What follows belongs to an exercise in optimizing a design on an open flow for small area; a production flow would make more cautious choices.
In this exercise RTL edits were held to simulation tests only and were not proved equivalent to the original.
No activity file was given, so power comes from the tool's default toggle rates.

==> flow/design.v (excerpt) <==
module ups_top #(
    parameter int TICKS_PER_SEC = 1000,
    parameter int AVG_LOG2      = 4
) (
    input  logic        clk,
    input  logic        rst_n,
    input  logic [11:0] adc,
    input  logic        adc_dv,
    input  logic [1:0]  mode,
    input  logic        mode_update,
    input  logic [12:0] dac0_test,
    input  logic [12:0] dac1_test,
    input  logic        pv_test,
    input  logic [31:0] run_cfg,
    input  logic        run_start,
    input  logic        run_stop,
    output logic [12:0] dac0,
    output logic [12:0] dac1,
    output logic        pv,
    output logic [2:0]  status
);
Size in the first run: roughly 820 cells after synthesis, roughly 110 I/O pins, about 13000 sq um of cells after synthesis.
==> flow/config.mk <==
export PLATFORM = sky130hd
export DESIGN_NAME = ups_top
export DESIGN_NICKNAME = ups_top
export VERILOG_FILES = /design/flow/design.v
export SDC_FILE = /design/flow/constraint.sdc
export NUM_CORES = 4
export LEC_CHECK = 0
export CAP_MARGIN = 20
export CORE_MARGIN = 2
export CORE_UTILIZATION = 40
export CTS_CLUSTER_DIAMETER = 100
export CTS_CLUSTER_SIZE = 30
export SLEW_MARGIN = 20
==> flow/constraint.sdc <==
create_clock -name core_clock -period 8.0 [get_ports {clk}]
set_input_delay 1.6000 -clock core_clock [delete_from_list [all_inputs] [get_ports {clk}]]
set_output_delay 1.6000 -clock core_clock [all_outputs]
set_load 0.01 [all_outputs]
standard.sh (not shown) runs the stock make flow with config.mk's settings and CLKGATE_MAP_FILE= SYNTH_SCRIPT=/design/flow/synth_recipe.tcl, a recipe that flattens the netlist after the stock synthesis.
==> flow/flow/run.sh <==
#!/bin/bash
# The standard layout, with each port buffered by the smallest buffer cell
# and a clock tree without dummy loads
set -euo pipefail
bash standard.sh \
  "BUFFER_PORTS_ARGS=-buffer_cell sky130_fd_sc_hd__buf_1" \
  "CTS_ARGS=-sink_clustering_enable -repair_clock_nets -sink_clustering_size 30 -sink_clustering_max_diameter 100 -dont_use_dummy_load" \
  finish > standard.log 2>&1
The first run finished with timing, DRC and antenna clean.
Then changed:
==> flow/flow/run.sh (replaced) <==
#!/bin/bash
# The standard layout, with each port buffered by the smallest buffer cell
# and a clock tree without dummy loads, small buffers above the leaf level
set -euo pipefail
bash standard.sh \
  "BUFFER_PORTS_ARGS=-buffer_cell sky130_fd_sc_hd__buf_1" \
  "CTS_ARGS=-sink_clustering_enable -repair_clock_nets -sink_clustering_size 30 -sink_clustering_max_diameter 100 -dont_use_dummy_load -root_buf sky130_fd_sc_hd__clkbuf_4 -tree_buf sky130_fd_sc_hd__clkbuf_4 -sink_clustering_buffer sky130_fd_sc_hd__clkbuf_16" \
  finish > standard.log 2>&1
ABC_AREA = 1   (was not set)
CTS_CLUSTER_DIAMETER = not set   (was 100)
CTS_CLUSTER_SIZE = not set   (was 30)
Effect: The new run completed without violations. Cell area went up slightly. Synthesized area rises slightly. Register-to-register slack improved by 0.06 ns. Power is lower slightly.

* * *

Starting RTL as in the previous note.
==> flow/config.mk <==
export PLATFORM = sky130hd
export DESIGN_NAME = ups_top
export DESIGN_NICKNAME = ups_top
export VERILOG_FILES = /design/flow/design.v
export SDC_FILE = /design/flow/constraint.sdc
export NUM_CORES = 4
export LEC_CHECK = 0
export CAP_MARGIN = 20
export CORE_MARGIN = 2
export CORE_UTILIZATION = 40
export CTS_CLUSTER_DIAMETER = 100
export CTS_CLUSTER_SIZE = 30
export SLEW_MARGIN = 20
==> flow/constraint.sdc <==
create_clock -name core_clock -period 8.0 [get_ports {clk}]
set_input_delay 1.6000 -clock core_clock [delete_from_list [all_inputs] [get_ports {clk}]]
set_output_delay 1.6000 -clock core_clock [all_outputs]
set_load 0.01 [all_outputs]
==> flow/flow/run.sh <==
#!/bin/bash
# The standard layout, with each port buffered by the smallest buffer cell
# and a clock tree without dummy loads, small buffers above the leaf level
set -euo pipefail
bash standard.sh \
  "BUFFER_PORTS_ARGS=-buffer_cell sky130_fd_sc_hd__buf_1" \
  "CTS_ARGS=-sink_clustering_enable -repair_clock_nets -sink_clustering_size 36 -sink_clustering_max_diameter 100 -dont_use_dummy_load -root_buf sky130_fd_sc_hd__clkbuf_4 -tree_buf sky130_fd_sc_hd__clkbuf_4 -sink_clustering_buffer sky130_fd_sc_hd__clkbuf_16" \
  finish > standard.log 2>&1
The baseline ran to the end with no violations.
Then changed:
==> flow/flow/run.sh (replaced) <==
#!/bin/bash
# The standard layout, with each port buffered by the smallest buffer cell
# and a clock tree without dummy loads, small buffers above the leaf level;
# cells off the critical paths are sized down after global routing
set -euo pipefail
bash standard.sh \
  "BUFFER_PORTS_ARGS=-buffer_cell sky130_fd_sc_hd__buf_1" \
  "CTS_ARGS=-sink_clustering_enable -repair_clock_nets -sink_clustering_size 30 -sink_clustering_max_diameter 100 -dont_use_dummy_load -root_buf sky130_fd_sc_hd__clkbuf_4 -tree_buf sky130_fd_sc_hd__clkbuf_4 -sink_clustering_buffer sky130_fd_sc_hd__clkbuf_16" \
  "RECOVER_POWER=100" \
  finish > standard.log 2>&1
After rerunning: The changed run finished with max-capacitance violations, max-slew violations left. Combinational power barely changes. Total power is higher by 1.6%. Core utilization barely changes. Wire length barely changes. Fmax drops by 1.7%. Clock power is higher by 6.5%. Sequential power barely changes. Non-clock buffer count stays the same.

==> separate check: timing with driven ports <==
Ports are ideal in the flow. The routed layouts listed here were re-timed in OpenROAD. Step 1, drivers: a clkbuf_16 drives clk and a buf_2 each remaining input, both assumed. Step 2 times the ports against the registers' clock, not the clock port: input delays grow and output delays shrink by t, the midpoint of the rising clock arrivals with the driver on. a / b / c = ideal ports / drivers / drivers and shift; a / b = the first two.
| run | t (ns) | slack for setup (ns) | worst slew at a driven data input, ns |
|---|---|---|---|
| the first run of note 1 | 0.520 | 1.056 / 1.056 / 1.056 | 0.05 |
| the second run of note 1 | 0.692 | 1.114 / 1.114 / 1.114 | 0.06 |
| the first run of note 2 | 0.670 | 1.002 / 1.002 / 1.002 | 0.05 |
| the second run of note 2 | 0.697 | 0.884 / 0.884 / 0.884 | 0.06 |
